Background: an optimization exercise with open tools, aiming at small area and a short achievable clock period. Do not read the settings as production practice. RTL that was checked went through simulation tests only; none was proved equivalent to the original. Power is estimated from default activity; no workload was simulated.

== build 34 ==
==> flow/design.v (excerpt) <==
module fpu_unit (
	input logic clk,
	input logic rst_n,
	input logic [16:0] instr,
	input logic [31:0] x1,    
	input logic signed [31:0] x2,     
	output logic [31:0] y,
	output logic [3:0] exc
);
Size: roughly 1300 cells after synthesis, roughly 36 flip-flops, about 120 I/O pins, roughly 0.0069 mm2 of cells after synthesis.
Settings: LEC_CHECK=0, ABC_AREA=1, CAP_MARGIN=20, CORE_MARGIN=2, CORE_UTILIZATION=35, CTS_BUF_LIST=sky130_fd_sc_hd__clkbuf_8, PLACE_DENSITY=0.75, SETUP_SLACK_MARGIN=3.6, SLEW_MARGIN=20; clock period 8.0 ns.
standard.sh (not shown) runs the stock make flow with config.mk's settings and CLKGATE_MAP_FILE= SYNTH_SCRIPT=/design/flow/synth_recipe.tcl, a recipe that flattens the netlist after the stock synthesis.
==> flow/flow/run.sh <==
#!/bin/bash
# standard layout, with plain buffers on the ports instead of delay buffers
set -euo pipefail
export BUFFER_PORTS_ARGS="-buffer_cell sky130_fd_sc_hd__buf_1"
bash standard.sh finish > standard.log 2>&1
### build 34 -> build 10
Settings: removing CTS_BUF_LIST (formerly sky130_fd_sc_hd__clkbuf_8); changing CORE_UTILIZATION from 35 to 40; changing SETUP_SLACK_MARGIN from 3.6 to 3.3; removing PLACE_DENSITY (formerly 0.75).
==> results.txt <==
The higher share of the core filled with cells came out of build 10.
The critical path depth of build 10 exceeds that of build 34 by 3.
Between build 10 and build 34, clock network fraction of total power is higher for build 10, build 34 comes in under that.
Per the comparison of build 10 with build 34, simple logic cell fraction of the synthesized area now sits at about the same level; sequential cell count now sits at about the same level; multi-input combinational cell count now sits at about the same level.
## Diff of input files: build 94 against build 10
Settings: CTS_BUF_LIST newly set to sky130_fd_sc_hd__clkbuf_8; CORE_UTILIZATION changed from 40 to 30; SETUP_SLACK_MARGIN changed from 3.3 to 3.6.
==> results.txt <==
For largest vdd supply drop, dividing the value from build 94 by the value from build 10 gives 0.68.
Re number of unique standard cell types used by synthesis: no difference whatsoever between build 10 and build 94.
Build 94 ended with more routed wire length than build 10.
Of the two values seen for start point of the critical path, x1[31] was produced by build 94 and instr[9] by build 10.
Global-route wire length before repair went up by a few percent going from build 10 to build 94.
Edits applied to the flow inputs when going from build 94 to build 52:
Settings: a change of CORE_UTILIZATION from 30 to 40; a deleted CTS_BUF_LIST that had been sky130_fd_sc_hd__clkbuf_8.
Notes after the runs:
Fraction of final layout cells with drive strength greater than 1 sits higher in build 52 than in build 94. The part of the cycle the worst path needs in build 52 sits 0.43 points above the value recorded for build 94. Min routed via count divided by cell count across build 94 and build 52: build 94. STATUS via count: build 52 wins against build 94. Any difference in final area between build 52 and build 94 is small enough to ignore. Cell count down 56 in build 52 wrt build 94. Changes observed in build 52 relative to build 94: static leakage saw an increase; non-clock buffer count saw an increase. Build 52 packs its core more tightly than build 94. [diff] routed wire length, build 52 relative to build 94: improvement.

* * *

## run A
fpu_unit again, from the RTL that the note above started with.
Settings: LEC_CHECK=0, ABC_AREA=1, CAP_MARGIN=20, CORE_MARGIN=2, CORE_UTILIZATION=35, CTS_BUF_LIST=sky130_fd_sc_hd__clkbuf_8, SETUP_SLACK_MARGIN=3.6, SLEW_MARGIN=20; clock period 8.0 ns.
Scripts as last shown in full above: flow/flow/run.sh
Run A reached the end of the flow, and the finished layout is clean on the timing, design-rule and antenna checks.
The inputs of run B differ from those of run A as listed below.
- putting GPL_TIMING_DRIVEN at 1 where nothing was set
- swapping 35 for 40 in CORE_UTILIZATION
[summary]
In the reports for run B and run A, the smaller die area belongs to run B.
Fraction of power spent switching nets ended up 2.5 points higher on run B than on run A.
Run B and run A ended up with roughly the same global routing met3 resource utilization.
Summary: with run A as the reference, buffer count excluding the clock tree in the final layout in run B moved down by a few percent.
Going from run A to run B, utilization now sits higher; count of clock-buffer cells in the layout now sits lower.
The run showing the greater worst hold slack across all endpoints is run A.
Summary of run B over run A: cell area down about 2%, final cell count down 49.
Post-route total power for run B: 6.9% down relative to run A
The higher internal cell power of run B and run A is in run A.
Here is what was changed in the inputs of run C compared with run B.
- changing CORE_UTILIZATION from 40 to 35
- setting GPL_ROUTABILITY_DRIVEN to 0 for the first time
- removing GPL_TIMING_DRIVEN (formerly 1)
## What came out
Between run B and run C, final standard cell count with taps included and fillers excluded increased.
Run C — placed instance count 45 higher, run B as reference
Slew at the pin with the worst max-slew slack was lower in the run labelled run B.
Layout overhead on the synthesized area: run C higher than run B
Run C vs run B: power share of the combinational group down in run C
Higher sum of routed wire length over all layers goes to run C over run B.
> inputs changed (run C -> run D)
- clearing GPL_ROUTABILITY_DRIVEN, which used to be 0
- swapping 3.6 for 3.75 in SETUP_SLACK_MARGIN
Findings:
- From run C to run D the numbers moved as follows: sequential portion of the cell area shows a reduction of 0.31 points; global-route wire length before repair increased by about 3% relative to the old numbers; combinational power increased about 4%; total power higher; max-capacitance violation count did not really move.
- On run D: layout buffering overhead excluding clock cells is 2.2 points higher than what run C gave.
- Delta (run D minus run C): clock period minus final worst setup slack shrank by 0.15 ns; aggregate global-route resource usage grew by 0.91 points; final cell count without fillers grew by 26; buffer count from post-CTS setup fixing grew by 15.
- Comparing top fanout value on the critical path for run C and run D, the bigger number came from run D.
Inputs modified between run D and run E:
- CORE_UTILIZATION: 35 -> 40
- SETUP_SLACK_MARGIN: 3.75 -> 3.6
==> comparison <==
- Run E vs run D, global-route usage went up by 2.2 points.
- Run E falls short of run D in hold slack.
- Summary of run E over run D: total detailed-routing wirelength dropped 4.9%; sequential share of layout area climbed 0.48 points.
- What run E reported for die area has to be multiplied by 1.14 to get the figure for run D.
- Run E vs. run D: post-detailed-placement half-perimeter wirelength down about 2.5%, final cell count down 4.5%.
Relative to run E, the following input files were edited for run F:
--- a/flow/flow/run.sh
+++ b/flow/flow/run.sh
@@ -2 +2,3 @@
-# standard layout, with plain buffers on the ports instead of delay buffers
+# standard layout with two changes: plain buffers on the ports instead of
+# delay buffers, and a power recovery (gate downsizing) after the global-route
+# timing repair that keeps the setup margin
@@ -3,0 +6 @@
+W=$PWD
@@ -4,0 +8,2 @@
+export RECOVER_POWER=100
+export PRE_GLOBAL_ROUTE_TCL=$W/flow/pre_grt.tcl
==> flow/flow/pre_grt.tcl (new file) <==
# power recovery after the global-route timing repair, held to the same
# setup margin as the repair itself, so it only downsizes gates that keep
# every path within the margin
proc recover_power_helper { } {
  if { $::env(RECOVER_POWER) == 0 } {
    return
  }
  set args [list -recover_power $::env(RECOVER_POWER) -verbose]
  if { [env_var_exists_and_non_empty SETUP_SLACK_MARGIN] } {
    lappend args -setup_margin $::env(SETUP_SLACK_MARGIN) -slack_margin $::env(SETUP_SLACK_MARGIN)
  }
  report_wns
  log_cmd repair_timing {*}$args
  report_wns
}
==> comparison <==
- Reported for run E and run F, mean area per synthesized cell turned out identical to the last digit.
- Multi-input logic portion of the cell area across run E and run F: no real change.
- In terms of final wirelength, run E and run F differ only marginally.

* * *

The RTL this note starts from:
==> flow/design.v <==
package fpu_pkg;
	typedef logic [31:0] float_t;         
	typedef logic signed [31:0] word_t;   
	typedef logic [7:0] exp_t;            
	typedef logic [22:0] frac_t;          
	localparam exp_t EXP_BIAS = 8'd127;
	localparam exp_t EXP_SPECIAL = 8'd255;   
	localparam exp_t EXP_INT_MIN = 8'd150;   
	localparam exp_t EXP_FTOI_MAX = 8'd158;  
	typedef struct packed {
		logic [5:0] op1;  
		logic [4:0] fmt;  
		logic [5:0] op2;  
	} fpu_instr_t;
	localparam logic [5:0] OPC_COP1 = 6'b010001;
	localparam logic [4:0] FMT_S = 5'b10000;
	localparam logic [4:0] FMT_W_TO_S = 5'b00100;  
	localparam logic [4:0] FMT_S_TO_W = 5'b00000;  
	localparam logic [5:0] FN_ABS = 6'd5;
	localparam logic [5:0] FN_NEG = 6'd7;
	localparam logic [5:0] FN_FLOOR = 6'd15;
	localparam logic [5:0] FN_CVT = 6'd0;  
	typedef logic [2:0] op_code_t;
	localparam op_code_t OP_ABS = 3'd0;
	localparam op_code_t OP_NEG = 3'd1;
	localparam op_code_t OP_FLOOR = 3'd2;
	localparam op_code_t OP_FTOI = 3'd3;
	localparam op_code_t OP_ITOF = 3'd4;
	typedef struct packed {
		logic invalid;
		logic div0;     
		logic nan;
		logic ovf;
	} fpu_exc_t;
endpackage
`timescale 1ns/1ns
module fpu_decode (
	input logic [16:0] instr_w,
	output logic is_abs,
	output logic is_neg,
	output logic is_floor,
	output logic is_ftoi,
	output logic is_itof,
	output logic invalid
);
	logic cop1;
	logic fmt_s;
	logic cvt;
	assign cop1 = (instr_w[16:11] == 6'b010001);
	assign fmt_s = (instr_w[10:6] == 5'b10000);
	assign cvt = (instr_w[5:0] == 6'd0);
	assign is_abs = cop1 & fmt_s & (instr_w[5:0] == 6'd5);
	assign is_neg = cop1 & fmt_s & (instr_w[5:0] == 6'd7);
	assign is_floor = cop1 & fmt_s & (instr_w[5:0] == 6'd15);
	assign is_ftoi = cop1 & cvt & (instr_w[10:6] == 5'b00000);
	assign is_itof = cop1 & cvt & (instr_w[10:6] == 5'b00100);
	assign invalid = ~(is_abs | is_neg | is_floor | is_ftoi | is_itof);
endmodule
`timescale 1ns/1ns
module fp_floor (
	input logic [31:0] x,
	output logic [31:0] a,
	output logic cin,
	output logic [22:0] clr,     
	output logic tiny,           
	output logic neg_one         
);
	logic s;
	logic [7:0] e;
	logic [22:0] f;
	logic is_nan;
	logic big;
	logic [4:0] k;
	assign s = x[31];
	assign e = x[30:23];
	assign f = x[22:0];
	assign is_nan = (e == 8'hff) && (f != '0);
	assign tiny = (e < 8'd127);
	assign big = (e >= 8'd150);
	assign k = 5'(e - 8'd127);
	assign neg_one = s & (x[30:0] != '0);
	always_comb begin
		for (int i = 0; i < 23; i++) begin
			clr[i] = ~big & (5'(i) < 5'(5'd23 - k));
		end
	end
	assign cin = s & (|(f & clr));
	assign a = {s, e, f | clr | {is_nan, 22'd0}};
endmodule
`timescale 1ns/1ns
module fp_to_int (
	input logic [31:0] x,
	output logic [31:0] d,       
	output logic [4:0] r,        
	output logic in_range,       
	output logic min_int,        
	output logic ovf,
	output logic nan
);
	logic s;
	logic [7:0] e;
	logic [22:0] f;
	assign s = x[31];
	assign e = x[30:23];
	assign f = x[22:0];
	assign d = {1'b1, f, 8'd0};
	assign r = 5'(5'd29 - e[4:0]);   
	assign in_range = (e >= 8'd126) && (e <= 8'd157);
	assign nan = (e == 8'hff) && (f != '0);
	assign min_int = s && (e == 8'd158) && (f == '0);
	assign ovf = ((e > 8'd158) && !nan) || ((e == 8'd158) && !(s && (f == '0)));
endmodule
`timescale 1ns/1ns
module int_to_fp (
	input logic [31:0] x,
	input logic [31:0] n,        
	output logic [31:0] d,       
	output logic [4:0] lz,
	output logic [31:0] a,
	output logic cin
);
	logic s;
	logic [31:0] u;
	logic z;
	logic [4:0] lead;
	logic [7:0] e;
	assign s = x[31];
	assign u = x ^ {32{s}};
	assign z = (u == '0);
	always_comb begin
		for (int i = 0; i < 32; i++) begin
			d[i] = x[31 - i];
		end
	end
	always_comb begin
		lead = 5'd0;
		for (int i = 0; i < 32; i++) begin
			if (u[i]) begin
				lead = i[4:0];
			end
		end
	end
	assign lz = ~lead;
	assign e = z ? {1'b0, {6{s}}, 1'b0} : (8'd127 + {3'd0, lead});
	assign cin = s ? (n[7] | (n[8] & (&n[6:0])))
		: (n[7] & (n[8] | (|n[6:0])));
	assign a = {s, e, n[30:8]};
endmodule
`timescale 1ns/1ns
module fpu_result (
	input logic clk,
	input logic rst_n,
	input logic is_abs,
	input logic is_neg,
	input logic is_floor,
	input logic is_ftoi,
	input logic is_itof,
	input logic invalid,
	input logic [31:0] x1,
	input logic [31:0] x2,
	input logic [31:0] fl_a,
	input logic fl_cin,
	input logic [22:0] fl_clr,
	input logic fl_tiny,
	input logic fl_neg_one,
	input logic [31:0] ft_d,
	input logic [4:0] ft_r,
	input logic ft_in_range,
	input logic ft_min_int,
	input logic ft_ovf,
	input logic ft_nan,
	input logic [31:0] it_d,
	input logic [4:0] it_lz,
	output logic [31:0] it_n,
	input logic [31:0] it_a,
	input logic it_cin,
	output logic [31:0] y,
	output logic [3:0] exc
);
	logic sel_sgn;
	logic sel_fl;
	logic sel_ft;
	logic sel_it;
	logic fl_small;
	logic sh_s;
	logic [31:0] sh_d;
	logic [4:0] sh_r;
	logic [31:0] sh_o;
	logic [31:0] a;
	logic cin;
	logic [31:0] sum;
	logic [31:0] y_d;
	logic [3:0] exc_d;
	assign sh_s = is_itof ? x2[31] : x1[31];
	assign sh_d = (is_itof ? it_d : ft_d) ^ {32{sh_s}};
	assign sh_r = is_itof ? it_lz : ft_r;
	assign sh_o = 32'($signed({sh_s, sh_d}) >>> sh_r);
	always_comb begin
		for (int i = 0; i < 32; i++) begin
			it_n[i] = sh_o[31 - i];
		end
	end
	assign sel_sgn = rst_n & (is_abs | is_neg);
	assign sel_fl = rst_n & is_floor & ~fl_tiny;
	assign sel_ft = rst_n & is_ftoi & ft_in_range;
	assign sel_it = rst_n & is_itof;
	assign fl_small = rst_n & is_floor & fl_tiny;
	assign a = ({32{sel_sgn}} & {is_neg & ~x1[31], x1[30:0]})
		| ({32{sel_fl}} & fl_a)
		| ({32{sel_ft}} & {x1[31], sh_o[31:1]})
		| ({32{sel_it}} & it_a);
	assign cin = (sel_fl & fl_cin) | (sel_ft & sh_o[0]) | (sel_it & it_cin);
	assign sum = a + {31'd0, cin};
	assign y_d = (sum & ~{9'd0, {23{sel_fl}} & fl_clr})
		| {(fl_small & x1[31]) | (rst_n & is_ftoi & ft_min_int), 1'b0, {7{fl_small & fl_neg_one}}, 23'd0};
	assign exc_d = {rst_n & invalid, 1'b0, rst_n & is_ftoi & ft_nan, rst_n & is_ftoi & ft_ovf};
	always_ff @(posedge clk) begin
		y <= y_d;
		exc <= exc_d;
	end
endmodule
`timescale 1ns/1ns
module fpu_unit (
	input logic clk,
	input logic rst_n,
	input logic [16:0] instr,
	input logic [31:0] x1,    
	input logic signed [31:0] x2,     
	output logic [31:0] y,
	output logic [3:0] exc
);
	logic is_abs, is_neg, is_floor, is_ftoi, is_itof, invalid;
	logic [31:0] fl_a;
	logic fl_cin;
	logic [22:0] fl_clr;
	logic fl_tiny;
	logic fl_neg_one;
	logic [31:0] ft_d;
	logic [4:0] ft_r;
	logic ft_in_range;
	logic ft_min_int;
	logic ft_ovf;
	logic ft_nan;
	logic [31:0] it_d;
	logic [4:0] it_lz;
	logic [31:0] it_n;
	logic [31:0] it_a;
	logic it_cin;
	fpu_decode fpu_decode_i (
		.instr_w  (instr),
		.is_abs   (is_abs),
		.is_neg   (is_neg),
		.is_floor (is_floor),
		.is_ftoi  (is_ftoi),
		.is_itof  (is_itof),
		.invalid  (invalid)
	);
	fp_floor fp_floor_i (
		.x       (x1),
		.a       (fl_a),
		.cin     (fl_cin),
		.clr     (fl_clr),
		.tiny    (fl_tiny),
		.neg_one (fl_neg_one)
	);
	fp_to_int fp_to_int_i (
		.x        (x1),
		.d        (ft_d),
		.r        (ft_r),
		.in_range (ft_in_range),
		.min_int  (ft_min_int),
		.ovf      (ft_ovf),
		.nan      (ft_nan)
	);
	int_to_fp int_to_fp_i (
		.x   (x2),
		.n   (it_n),
		.d   (it_d),
		.lz  (it_lz),
		.a   (it_a),
		.cin (it_cin)
	);
	fpu_result fpu_result_i (
		.clk         (clk),
		.rst_n       (rst_n),
		.is_abs      (is_abs),
		.is_neg      (is_neg),
		.is_floor    (is_floor),
		.is_ftoi     (is_ftoi),
		.is_itof     (is_itof),
		.invalid     (invalid),
		.x1          (x1),
		.x2          (x2),
		.fl_a        (fl_a),
		.fl_cin      (fl_cin),
		.fl_clr      (fl_clr),
		.fl_tiny     (fl_tiny),
		.fl_neg_one  (fl_neg_one),
		.ft_d        (ft_d),
		.ft_r        (ft_r),
		.ft_in_range (ft_in_range),
		.ft_min_int  (ft_min_int),
		.ft_ovf      (ft_ovf),
		.ft_nan      (ft_nan),
		.it_d        (it_d),
		.it_lz       (it_lz),
		.it_n        (it_n),
		.it_a        (it_a),
		.it_cin      (it_cin),
		.y           (y),
		.exc         (exc)
	);
endmodule
export LEC_CHECK = 0
export ABC_AREA = 1
export CAP_MARGIN = 20
export CORE_MARGIN = 2
export CORE_UTILIZATION = 40
export SLEW_MARGIN = 20
create_clock -name core_clock -period 8.0 [get_ports {clk}]
==> flow/flow/run.sh <==
#!/bin/bash
# standard layout, with plain buffers on the ports instead of delay buffers
set -euo pipefail
export BUFFER_PORTS_ARGS="-buffer_cell sky130_fd_sc_hd__buf_1"
bash standard.sh finish > standard.log 2>&1
Change:
==> flow/run.sh (new file) <==
#!/bin/bash
# synth_recipe.tcl (not shown) runs the flow's synth.tcl, then flattens the netlist and writes it again
# the make line also repeats each setting of config.mk as NAME=value (left out here)
make -C /OpenROAD-flow-scripts/flow DESIGN_CONFIG=/design/flow/config.mk WORK_HOME=/design/flow/orfs CLKGATE_MAP_FILE= SYNTH_SCRIPT=/design/flow/synth_recipe.tcl finish
Settings changed: ABC_AREA 1 to not set.
removed: flow/flow/run.sh
removed: flow/standard.sh
After rerunning: Core utilization increases by 2.9 points. Clock-buffer cell count stays the same. Power increases by a quarter to a third. Design area increases by well over a third. Via count increases by a quarter to a third. Worst hold slack improves by 0.31 ns. Synthesized area increases by a quarter to a third. Routed wire length increases by well over a third. Critical path depth decreases by 35.
Change:
Settings changed: ABC_AREA set to 1.
Die area went down by 23%.
Wire length went down by 37%.
Count of clock-buffer cells in the layout does not change.
Non-clock buffer count went down by 57.
No run of this note included a check of the RTL's function; only the layout flow was run.

==> re-timing with driven ports <==
The flow's constraints put no driver on any port. The routed layouts listed below were extracted and timed again, unchanged, in two steps. Step 1 (the two cells are an assumption about what drives the block):
set clk [get_ports {clk}]
set_driving_cell -lib_cell sky130_fd_sc_hd__clkbuf_16 $clk
set_driving_cell -lib_cell sky130_fd_sc_hd__buf_2 [delete_from_list [all_inputs] $clk]
Step 2 times the ports against the registers' clock, not the clock port: input delays grow and output delays shrink by t, the midpoint of the rising clock arrivals with the driver on. Three values: no drivers, after step 1, after step 2; two values: the first two.
run	t, ns	setup slack, ns	worst register clock-pin slew, ns	cell pins on the clock port's net
build 34	0.341	3.806 / 3.772 / 3.498	0.11 / 0.11	1
build 10	0.322	3.541 / 3.555 / 3.239	0.07 / 0.07	1
build 94	0.345	3.759 / 3.762 / 3.421	0.11 / 0.11	1
build 52	0.324	3.725 / 3.741 / 3.417	0.07 / 0.07	1
run A	0.332	3.819 / 3.786 / 3.551	0.11 / 0.11	1
run B	0.337	3.737 / 3.753 / 3.416	0.10 / 0.10	1
run C	0.333	3.714 / 3.681 / 3.476	0.10 / 0.10	1
run D	0.334	3.860 / 3.871 / 3.538	0.10 / 0.10	1
run E	0.337	3.737 / 3.753 / 3.416	0.10 / 0.10	1
run F	0.336	2.254 / 2.269 / 1.933	0.10 / 0.10	1
the first run of note 3	0.320	0.825 / 0.833 / 0.513	0.07 / 0.07	1
the second run of note 3	0.329	0.619 / 0.640 / 0.311	0.06 / 0.06	1
the third run of note 3	0.324	0.987 / 0.997 / 0.673	0.07 / 0.07	1
After both steps setup and hold are still met in every run listed. The setup slack of build 94, which loses most, moves by +0.003 ns with the drivers and by -0.338 ns with both steps.
